Context: an optimization exercise on an open-source flow, tuned for small area, a short achievable clock period and few clock cycles per item. The choices shown serve that exercise and are no tape-out recipe. In this exercise RTL edits were held to simulation tests only and were not proved equivalent to the original. Power is estimated from default activity; no workload was simulated.

Design serial_frame_to_omni_motor_drive, start of the top module:
module serial_frame_to_omni_motor_drive
(
  input  logic                   clk,
  input  logic                   rst_n,
  input  logic                   in_valid,
  output logic                   in_ready,
  input  logic [7:0]             in_data,
  output logic                   out_valid,
  input  logic                   out_ready,
  output logic [1:0]             out_motor_index,
  output logic                   out_forward_pin,
  output logic                   out_reverse_pin,
  output logic [15:0]            out_duty,
  output logic                   out_status_led,
  output logic                   out_last,
  input  logic                   cfg_we,
  input  logic [1:0]             cfg_index,
  input  logic [15:0]            cfg_data
);
==> flow/config.mk <==
export PLATFORM = sky130hd
export DESIGN_NAME = serial_frame_to_omni_motor_drive
export DESIGN_NICKNAME = serial_frame_to_omni_motor_drive
export VERILOG_FILES = /design/flow/design.v
export SDC_FILE = /design/flow/constraint.sdc
export NUM_CORES = 4
export LEC_CHECK = 0
export CAP_MARGIN = 20
export CORE_MARGIN = 2
export CORE_UTILIZATION = 40
export SETUP_SLACK_MARGIN = 4.3
export SLEW_MARGIN = 20
==> flow/constraint.sdc <==
create_clock -name core_clock -period 7.0 [get_ports {clk}]
set_input_delay 1.4000 -clock core_clock [delete_from_list [all_inputs] [get_ports {clk}]]
set_output_delay 1.4000 -clock core_clock [all_outputs]
set_load 0.01 [all_outputs]
standard.sh (not shown) runs the stock make flow with config.mk's settings and CLKGATE_MAP_FILE= SYNTH_SCRIPT=/design/flow/synth_recipe.tcl, a recipe that flattens the netlist after the stock synthesis.
==> flow/flow/run.sh <==
#!/bin/bash
set -euo pipefail
bash standard.sh synth > synth.log 2>&1
bash standard.sh \
  "BUFFER_PORTS_ARGS=-buffer_cell sky130_fd_sc_hd__buf_2" \
  "CTS_ARGS=-sink_clustering_enable -repair_clock_nets -dont_use_dummy_load -buf_list {sky130_fd_sc_hd__clkbuf_4 sky130_fd_sc_hd__clkbuf_8} -sink_clustering_size 14 -sink_clustering_max_diameter 50" \
  finish > layout.log 2>&1
Testbench counts at the start, summed over its fixed seeds: cycles 3,184, frames 384.
Then changed:
Settings changed: SETUP_SLACK_MARGIN 4.3 to 4.4.
Design area is higher by 3.1%.
Via count is higher by 2.0%.
Power is lower by 1.8%.
Maximum frequency is lower by 2.3%.
Die area stays the same.
Sequential power is about the same.
Utilization is higher by 1.4 points.
Hold slack gains 0.0050 ns.
Setup slack loses 0.065 ns.
Combinational power stays flat.
Sequential share of layout area is lower by 0.99 points.
Then changed:
Settings changed: SETUP_SLACK_MARGIN 4.4 to 4.2.
Routed wire length shrinks by 5.1%.
Sequential share of layout area grows by 2.0 points.
Fmax grows by 2.4%.
Count of clock-buffer cells in the layout grows by 2.
Synthesized area stays the same.
Then changed:
Settings changed: SETUP_SLACK_MARGIN 4.2 to 4.0.
Non-clock buffer count decreases by 11.
Power stays flat.
Via count barely changes.
Combinational power decreases by about 1%.
Setup slack is worse by 0.095 ns.
Core utilization decreases by 0.59 points.
Register-to-register slack is worse by 0.095 ns.
Sequential power hardly moves.
Routed wire length decreases by 1.2%.

run 1:
serial_frame_to_omni_motor_drive, a different RTL version from the one above (not shown whole).
For scale: roughly 2100 cells after synthesis, ~290 flip-flops, roughly 55 I/O pins.
clock: 7.0 ns
lec_check: 0
abc_area: 1
cap_margin: 20
core_margin: 2
core_utilization: 40
setup_slack_margin: 3.5
slew_margin: 20
==> flow/flow/run.sh <==
#!/bin/bash
set -euo pipefail
bash standard.sh synth > synth.log 2>&1
bash standard.sh \
  "BUFFER_PORTS_ARGS=-buffer_cell sky130_fd_sc_hd__buf_2" \
  "CTS_ARGS=-sink_clustering_enable -repair_clock_nets -dont_use_dummy_load -buf_list {sky130_fd_sc_hd__clkbuf_4}" \
  finish > layout.log 2>&1
Testbench counts of run 1, summed over its fixed seeds: cycles 3,184, frames 384.
The inputs of run 2 differ from those of run 1 as listed below.
Settings: a deleted ABC_AREA that had been 1; an added PLACE_DENSITY of 0.6; a change of SETUP_SLACK_MARGIN from 3.5 to 4.0; a change of CORE_UTILIZATION from 40 to 55.
==> comparison <==
- Run 1: flow completed, timing, DRC and antenna clean
- Run 2 reached the end of the flow, and the finished layout is clean on the timing, design-rule and antenna checks.
- Diff run 1 -> run 2 | cell count | down by more than 10%
- In run 2 relative to run 1, via count had gone down by a little under 10%.
- Final hold slack: run 2 lower than run 1
- In the tables for run 2 and run 1, adder and majority cell fraction of the synthesized area reads lower with run 1.
- Run 2 vs run 1 — final design area excluding fillers dropped 300 um2.
- Changes observed in run 2 relative to run 1: multi-input logic area rose by 5.2%, pin count of the biggest net entering global routing rose by 14, non-clock buffer total of the final layout rose by about 30%, part of the total power dissipated in combinational logic fell by 1.8 points, least setup slack across all paths after layout rose by 0.28 ns.
- Run 2 gives more multiplexer share of the synthesized area than run 1 did.
Here is what was changed in the inputs of run 3 compared with run 2.
Settings: ABC_AREA newly set to 1; CORE_UTILIZATION changed from 55 to 40; PLACE_DENSITY removed (was 0.6).
Results
Run 3 vs run 2 — clock period minus worst slack rose 0.018 ns.
Run 3 falls short of run 2 in final worst-path setup slack.
Design area: run 3 higher than run 2
| share of final layout cell area taken by clock buffers and inverters | run 3 vs run 2 | ≈ equal |
Run 2 | status: complete | timing, DRC, antenna: pass
Run 3 went all the way through the flow, and no timing, DRC or antenna check failed.
Run 3 consumes more power than run 2 does.
Input changes introduced in run 4 (baseline for comparison: run 3):
Settings: CTS_BUF_LIST: unset -> sky130_fd_sc_hd__clkbuf_4 sky130_fd_sc_hd__clkbuf_8; ABC_AREA: 1 -> unset.
==> flow/run.sh (new file) <==
#!/bin/bash
# synth_recipe.tcl (not shown) runs the flow's synth.tcl, then flattens the netlist and writes it again
# the make line also repeats each setting of config.mk as NAME=value (left out here)
make -C /OpenROAD-flow-scripts/flow DESIGN_CONFIG=/design/flow/config.mk WORK_HOME=/design/flow/orfs CLKGATE_MAP_FILE= SYNTH_SCRIPT=/design/flow/synth_recipe.tcl finish
removed: flow/flow/run.sh
removed: flow/standard.sh
## What came out
- Count of clock-buffer cells in the layout (lower): run 4
- A capturing element of the worst setup path of ctl_r[3][1] is what run 4 shows, while acc_s[17] belongs to run 3.
- [compare] base=run 3 new=run 4: final worst-path setup slack shows a reduction of 0.042 ns, overall power shows an increase of 17%, critical path depth shows an increase of 7, register-to-register slack shows a reduction of 0.04 ns, total via count in the routed design shows a reduction of 1590.
- Run 3 → run 4: multi-input combinational cell area went up by about 5%; data arrival time of the critical path went up by 0.08 ns; number of distinct library cells after synthesis went up by 40%; final routed wirelength across all metal layers went down by 4.5 mm.
- Between run 4 and run 3, it is run 4 whose synthesized cell count is lower, by 296.

## what the ideal ports hide
The results above use ideal ports. As a check the final layouts listed here were re-extracted and re-timed, cells and wires unchanged. Step 1 assumes that a clkbuf_16 drives the clock port and a buf_2 every other input. Step 2, shift: input delay + t, output delay - t, t = (earliest + latest rising clock arrival at the registers) / 2. This alone moves slack from input paths to output paths. Slacks: ideal / step 1 / step 2; pairs: ideal / step 1.
run	t, ns	setup slack, ns	worst register clock-pin slew, ns	pins driven straight from the clock port
the first run of note 1	0.615	4.210 / 4.210 / 4.065	0.09 / 0.09	1
the second run of note 1	0.605	4.145 / 4.145 / 4.110	0.08 / 0.08	1
the third run of note 1	0.618	4.211 / 4.211 / 3.772	0.09 / 0.09	1
the fourth run of note 1	0.611	4.115 / 4.115 / 3.701	0.09 / 0.09	1
run 1	0.796	3.826 / 3.826 / 3.489	0.07 / 0.07	1
run 2	0.752	4.101 / 4.101 / 3.611	0.07 / 0.07	1
run 3	0.788	4.083 / 4.083 / 3.476	0.07 / 0.07	1
run 4	0.668	4.040 / 4.040 / 3.531	0.07 / 0.07	1
After both steps setup and hold are still met in every run listed. For run 3, which loses most, drivers alone change the setup slack by 0.000 ns; drivers and shift together by -0.607 ns.
